Background: an optimization exercise with open tools, aiming at small area and a short achievable clock period. Do not read the settings as production practice.
Only simulation tests tie the RTL to the original design; equivalence was not proved.
No activity file was given, so power comes from the tool's default toggle rates.

--- config.mk ---
export PLATFORM = sky130hd
export DESIGN_NAME = bnn_neuron_top
export DESIGN_NICKNAME = bnn_neuron_top
export VERILOG_FILES = /design/flow/design.v
export SDC_FILE = /design/flow/constraint.sdc
export NUM_CORES = 4
export LEC_CHECK = 0
export CAP_MARGIN = 20
export CORE_MARGIN = 2
export CORE_UTILIZATION = 40
export SLEW_MARGIN = 20
--- constraint.sdc ---
create_clock -name core_clock -period 8.0 [get_ports {clk}]
set_input_delay 1.6000 -clock core_clock [delete_from_list [all_inputs] [get_ports {clk}]]
set_output_delay 1.6000 -clock core_clock [all_outputs]
set_load 0.01 [all_outputs]
--- design.v ---
`default_nettype none
package bnn_pkg;
	localparam int WORD_WIDTH = 32;
	localparam int VEC_WORDS = 128 / WORD_WIDTH;
	localparam int COUNT_WIDTH = $clog2(128) + 1;
	localparam int ADDR_WIDTH = $clog2(8);
	typedef logic [VEC_WORDS-1:0][WORD_WIDTH-1:0] vec_t;
	typedef logic [COUNT_WIDTH-1:0] count_t;
	typedef logic [16-1:0] acc_t;
	typedef logic [ADDR_WIDTH-1:0] entry_addr_t;
	typedef enum logic [1:0] {
		SEL_ACT = 2'd0,
		SEL_WGT = 2'd1,
		SEL_THR = 2'd2
	} store_sel_t;
endpackage
`default_nettype wire
`default_nettype none
module neuron_param_store (
	input  wire                      clk,
	input  wire                      rstn,
	input  wire                      wr_en,
	input  bnn_pkg::store_sel_t      wr_sel,
	input  bnn_pkg::entry_addr_t     wr_addr,
	input  bnn_pkg::vec_t            wr_data,
	input  wire                      sample,
	input  bnn_pkg::entry_addr_t     addr,
	output bnn_pkg::vec_t            act_q,
	output bnn_pkg::vec_t            wgt_q,
	output bnn_pkg::acc_t            thr_q,
	output logic                     fetch_valid
);
	bnn_pkg::vec_t act_mem [8];
	bnn_pkg::vec_t wgt_mem [8];
	bnn_pkg::acc_t thr_mem [8];
	bnn_pkg::acc_t wr_thr;
	assign wr_thr = wr_data[0][16-1:0];
	always_ff @(posedge clk) begin
		if (wr_en) begin
			case (wr_sel)
				bnn_pkg::SEL_ACT: begin
					act_mem[wr_addr] <= wr_data;
				end
				bnn_pkg::SEL_WGT: begin
					wgt_mem[wr_addr] <= wr_data;
				end
				bnn_pkg::SEL_THR: begin
					thr_mem[wr_addr] <= wr_thr;
				end
				default: begin
				end
			endcase
		end
	end
	always_ff @(posedge clk) begin
		if (rstn) begin
			act_q <= '0;
			wgt_q <= '0;
			thr_q <= '0;
		end else if (sample) begin
			act_q <= act_mem[addr];
			wgt_q <= wgt_mem[addr];
			thr_q <= thr_mem[addr];
		end
	end
	always_ff @(posedge clk) begin
		if (rstn) begin
			fetch_valid <= 1'b0;
		end else begin
			fetch_valid <= sample;
		end
	end
endmodule
`default_nettype wire
`default_nettype none
module xnor_popcount_tree #(
	parameter int N = 128
) (
	input  wire                      clk,
	input  wire                      rstn,
	input  wire [N-1:0]              act,
	input  wire [N-1:0]              wgt,
	input  wire                      in_valid,
	output logic [$clog2(N):0]       count_q,
	output logic                     count_valid
);
	localparam int LEVELS = $clog2(N);
	if ((1 << LEVELS) != N) begin : g_width_check
		$error("xnor_popcount_tree needs N to be a power of two");
	end
	logic [N-1:0] match;
	assign match = act ~^ wgt;
	for (genvar lv = 0; lv <= LEVELS; lv++) begin : g_level
		logic [(N >> lv)*(lv+1)-1:0] part;
		if (lv == 0) begin : g_leaf
			assign part = match;
		end else begin : g_add
			for (genvar i = 0; i < (N >> lv); i++) begin : g_node
				assign part[i*(lv+1) +: lv+1] =
					(lv+1)'(g_level[lv-1].part[(2*i)*lv +: lv]) +
					(lv+1)'(g_level[lv-1].part[(2*i+1)*lv +: lv]);
			end
		end
	end
	logic [LEVELS:0] count_d;
	assign count_d = g_level[LEVELS].part;
	always_ff @(posedge clk) begin
		if (rstn) begin
			count_q <= '0;
		end else if (in_valid) begin
			count_q <= count_d;
		end
	end
	always_ff @(posedge clk) begin
		if (rstn) begin
			count_valid <= 1'b0;
		end else begin
			count_valid <= in_valid;
		end
	end
endmodule
`default_nettype wire
`default_nettype none
module threshold_accumulator (
	input  wire                      clk,
	input  wire                      rstn,
	input  bnn_pkg::count_t          count,
	input  wire                      count_valid,
	input  bnn_pkg::acc_t            thr,
	input  wire                      acc_clear,
	output bnn_pkg::acc_t            pre_activation,
	output logic                     fire
);
	bnn_pkg::acc_t thr_d;
	bnn_pkg::acc_t thr_cap;
	bnn_pkg::acc_t acc_next;
	assign acc_next = pre_activation + bnn_pkg::acc_t'(count);
	always_ff @(posedge clk) begin
		if (rstn) begin
			thr_d <= '0;
		end else begin
			thr_d <= thr;
		end
	end
	always_ff @(posedge clk) begin
		if (rstn) begin
			pre_activation <= '0;
			thr_cap <= '0;
		end else if (acc_clear) begin
			pre_activation <= '0;
			thr_cap <= '0;
		end else if (count_valid) begin
			pre_activation <= acc_next;
			thr_cap <= thr_d;
		end
	end
	assign fire = pre_activation > thr_cap;
endmodule
`default_nettype wire
`default_nettype none
module bnn_neuron_top (
	input  wire                      clk,
	input  wire                      rstn,
	input  wire                      wr_en,
	input  bnn_pkg::store_sel_t      wr_sel,
	input  bnn_pkg::entry_addr_t     wr_addr,
	input  bnn_pkg::vec_t            wr_data,
	input  wire                      sample,
	input  bnn_pkg::entry_addr_t     addr,
	input  wire                      acc_clear,
	output bnn_pkg::acc_t            pre_activation,
	output logic                     fire
);
	bnn_pkg::vec_t  act_q;
	bnn_pkg::vec_t  wgt_q;
	bnn_pkg::acc_t  thr_q;
	logic           fetch_valid;
	bnn_pkg::count_t count_q;
	logic           count_valid;
	neuron_param_store i_param_store (
		.clk         (clk),
		.rstn        (rstn),
		.wr_en       (wr_en),
		.wr_sel      (wr_sel),
		.wr_addr     (wr_addr),
		.wr_data     (wr_data),
		.sample      (sample),
		.addr        (addr),
		.act_q       (act_q),
		.wgt_q       (wgt_q),
		.thr_q       (thr_q),
		.fetch_valid (fetch_valid)
	);
	xnor_popcount_tree #(
		.N (128)
	) i_popcount_tree (
		.clk         (clk),
		.rstn        (rstn),
		.act         (act_q),
		.wgt         (wgt_q),
		.in_valid    (fetch_valid),
		.count_q     (count_q),
		.count_valid (count_valid)
	);
	threshold_accumulator i_accumulator (
		.clk            (clk),
		.rstn           (rstn),
		.count          (count_q),
		.count_valid    (count_valid),
		.thr            (thr_q),
		.acc_clear      (acc_clear),
		.pre_activation (pre_activation),
		.fire           (fire)
	);
endmodule
`default_nettype wire
--- run.sh ---
#!/bin/bash
# synth_recipe.tcl (not shown) runs the flow's synth.tcl, then flattens the netlist and writes it again
# the make line also repeats each setting of config.mk as NAME=value (left out here)
make -C /OpenROAD-flow-scripts/flow DESIGN_CONFIG=/design/flow/config.mk WORK_HOME=/design/flow/orfs CLKGATE_MAP_FILE= SYNTH_SCRIPT=/design/flow/synth_recipe.tcl finish
==> results by group <==
Status
  – Status: finished clean

Placed design
  – IO Port Bufs: roughly 160
  – GP Congestion: between 0.7 and 0.8
  – DP Wirelength: roughly 120000 um
  – Placed insts: just under 8000

Die
  – Die H: between 400 and 500 um
  – Row cnt: around 180
  – Initial Utilization: 0.401
  – Die area: 247000 um2
  – Core outline area: between 200000 and 250000 um2
  – I/O pin total: ~160
  – Chip width: between 400 and 500 um

Timing
  – Min Hold Slack: between 0.4 and 0.5 ns
  – Final Setup Violations: 0
  – Slew Viols, Final: 0
  – Hold Fails Final Rpt: 0
  – Peak Freq: 135 MHz
  – RSZ-0062 raised after global routing: no
  – Worst-Margin Slew: between 1 and 1.5 ns
  – Final worst-path cycle share: 0.929
  – Worst Skew: roughly 0.066 ns
  – Relative slew margins: 0.245
  – Final min period: around 7.4 ns

Clock network
  – Postcts setup bufs: 0
  – CTS tree: done
  – Cts hold-fix bufs: 0
  – CTS max path bufs: 4
  – Clock transition at path regs: ~0.06 ns
  – # resized after CTS: 0
  – Total CTS buffers: about 280
  – Worst skew pair latency: around 0.91 ns
  – Root buffer cell: clkbuf_16
  – Clock sinks: around 2500
  – CTS H-Tree Depth: 5

Global route
  – Antenna violations before repair: 42
  – Number of global-route vias before repair: around 47000
  – Congestion Overflow GR: 0
  – Overall routing resource usage: 0.178
  – Global-route wire length before repair: between 300000 and 400000 um
  – Met2 Usage GRT: 0.296
  – Grt met1 use: 0.244
  – Routing usage on met3: 0.0293
  – Gr busiest metal: met2
  – Largest net degree at the start of global routing: 171

Critical path
  – WS Path Type: reg2reg
  – CP Capture Point: i_popcount_tree.count_q[4]
  – Worst r2r src: i_param_store.wgt_q[69]
  – Crit Reg-Reg Endpoint: i_popcount_tree.count_q[4]
  – Critical Path Fanout Max: 3
  – Worst Reg-to-Reg Cells: 24
  – Arr. time, crit path: 8.19 ns
  – Req. time, crit path: roughly 8.8 ns
  – R2r setup slk: between 0.5 and 0.6 ns
  – Endpoint type of the worst setup path: flip-flop
  – Startpoint type of the worst setup path: flip-flop
  – CP Launch Point: i_param_store.wgt_q[69]

Pwr
  – Reg power frac: 0.332
  – PwrDens: just under 400 nW/um2
  – Combinational power share: 0.398
  – Internal power: roughly 0.029 W
  – Switching power: 0.0146 W
  – Leakage: 36.1 nW
  – Clock share of power: 0.270
  – Sw Share: 0.330
  – Worst vdd ir: slightly above 2000 uV

Finish
  – Non-filler cells, final: between 8000 and 9000
  – Commonest cells after routing, fill and taps aside: edfxtp_1, mux4_2, dfxtp_1
  – Multi-input logic area: roughly 24000 um2
  – Seq. cell area: 71900 um2
  – Layout filler cell count: ~20000
  – Most common cell after layout, fill and taps aside: edfxtp_1
  – Layout cells sized above 1: 0.196
  – Post-layout util: 0.458
  – # nets final: 5335
  – Syn-to-layout area delta: 14.2%

Drt
  – TritonRoute pass-1 iters: 5
  – Drt via density: around 5.4
  – Post-DR wirelength/cell: roughly 26 um
  – Routed Antenna Nets: 0
  – Starting DRT DRC Count: ~3500
  – DRT Wirelength: between 200000 and 250000 um
  – Remaining DRCs: 0
  – Via count: between 40000 and 50000

Hold path
  – Hold Path Class: reg2reg

Logic synthesis
  – Fraction of registers with async set/reset: 0
  – Synth Register Bits: roughly 2500
  – Post-synthesis cell type count: 56
  – Cell Area, Synth: 97300 um2
  – Yosys warns: 3
  – Synthesized area per cell: about 20 um2
  – Syn_nets: just over 5000
  – Dominant synthesized flop cell: edfxtp_1
  – Post-synth EDFFs: roughly 2200
  – Sequential area share after synthesis: 0.739
  – Synth Instances: about 4800

Flow run
  – Max-cap violations: 0
[state kept, by name (all words and copies together), names as in the netlist]
register,flops
i_accumulator.thr_cap,16
i_param_store.thr_mem,128
i_popcount_tree.count_valid,1
i_param_store.wgt_mem,1024
i_accumulator.thr_d,16
i_param_store.act_q,128
i_param_store.thr_q,16
i_param_store.wgt_q,128
i_popcount_tree.count_q,8
i_param_store.act_mem,1024
i_accumulator.pre_activation,16
i_param_store.fetch_valid,1
[critical path, stage by stage, from the launching register on]
cell and delay [ns]:
dfxtp_1 0.32, xor2_1 0.18, fa_1 0.59, inv_1 0.07, fa_1 0.53, fa_1 0.62, inv_1 0.09, fa_1 0.54
inv_1 0.05, fa_1 0.48, fa_1 0.58, fa_1 0.43, fa_1 0.49, inv_1 0.05, fa_1 0.47, inv_1 0.05
fa_1 0.49, ha_1 0.20, inv_1 0.08, fa_1 0.46, nor2b_1 0.12, o21ai_0 0.11, nand2b_1 0.11, xnor2_1 0.11
o22ai_1 0.09
[area by class of cell]
cell class / instances / area share
diodes: 8 / 0.000180
clock buffers: 377 / 0.0687
clock inverters: 103 / 0.00717
inverters: 121 / 0.00409
multi-input cells: 1889 / 0.213
flip-flops and latches: 2506 / 0.647
well taps: 3202 / 0.0361
repair buffers: 234 / 0.0238
[metrics by stage]
| stage | setup TNS [ns] | instance area, um2 | setup WS, ns | power [W] |
|---|---|---|---|---|
| 2_1_floorplan | -189.57 | 97300 | -0.176 | 0.0296 |
| 6_report | 0 | 111000 | 0.565 | 0.0440 |
| 3_5_place_dp | 0 | 103000 | 0.517 | 0.0328 |
| 4_1_cts | 0 | 111000 | 0.541 | 0.0448 |
| 3_3_place_gp | 0 | 103000 | 0.518 | 0.0328 |
| 5_1_grt | 0 | 111000 | 0.246 | 0.0464 |
[cell families after synthesis]
kind of cell               Yosys count  share of synthesized area
adders and majority gates          165                     0.0302
and+or+nand+nor                    416                     0.0179
AOI/OAI and AO/OA                  334                     0.0250
DFF                               2506                      0.739
buffers and inverters              377                     0.0193
muxes                              839                      0.156
xor gates and xnor gates           135                     0.0121
[synthesized netlist by cell type (all sizes together), types with 14 or more instances]
master	instances	area share
dfxtp	330	0.068
nor2b	21	0.0013
inv	120	0.0046
edfxtp	2176	0.67
mux2i	295	0.030
clkbuf	137	0.0059
a21oi	16	0.00082
ha	49	0.0063
nor2	336	0.013
buf	119	0.0087
fa	116	0.024
a211oi	277	0.021
xnor2	70	0.0063
o21ai	14	0.00072
mux4	544	0.13
xor2	65	0.0058
nand2	15	0.00058
[power groups by stage]
stage / Sequential [W] / Combinational, W / Clock, W
after floorplan: 0.0149 / 0.0147 / 0
after global placement: 0.0149 / 0.0180 / 0
after detailed placement: 0.0149 / 0.0179 / 0
after CTS: 0.0146 / 0.0180 / 0.0122
after global routing: 0.0146 / 0.0191 / 0.0127
final: 0.0146 / 0.0175 / 0.0119
[how the worst min path moves through the flow]
| stage | slack [ns] | start | cells after the start | end |
|---|---|---|---|---|
| final | 0.46 | i_param_store.thr_q[6] | 1 | i_accumulator.thr_d[6] |
| after floorplan | 0.44 | i_param_store.thr_q[0] | 1 | i_accumulator.thr_d[0] |
| after global routing | 0.48 | i_param_store.thr_q[9] | 1 | i_accumulator.thr_d[9] |
| after detailed placement | 0.46 | i_param_store.thr_q[2] | 1 | i_accumulator.thr_d[2] |
| after global placement | 0.45 | i_accumulator.thr_d[1] | 2 | i_accumulator.thr_cap[1] |
| after CTS | 0.47 | i_param_store.thr_q[6] | 1 | i_accumulator.thr_d[6] |
[per-layer routing]
layer	wire [um]	share of wire
met1	95900	0.43
met2	109000	0.50
met3	10700	0.049
met4	4400	0.020
met5	165	0.00075

separate check: timing with driven ports:
No port has a modelled driver above. Below, the same layout with a new extraction and two added sets of constraints.
Step 1 assumes that a clkbuf_16 drives the clock port and a buf_2 every other input.
Step 2 adds t to the input delays and takes it off the output delays; t is the mean of the earliest and latest rising clock arrival at the registers after step 1. Input paths then give back, and output paths get back, about the clock's delay inside the block.
Slacks: no drivers / after step 1 / after step 2; pairs: no drivers / after step 1.
shift t [ns]: 0.975
setup slack, ns: 0.565 / 0.565 / 0.565
hold slack, ns: 0.465 / 0.465 / 0.465
pins driven straight from the clock port: 1
After both steps setup and hold are still met in this run. The setup slack of this run moves by 0.000 ns with the drivers and by 0.000 ns with both steps.
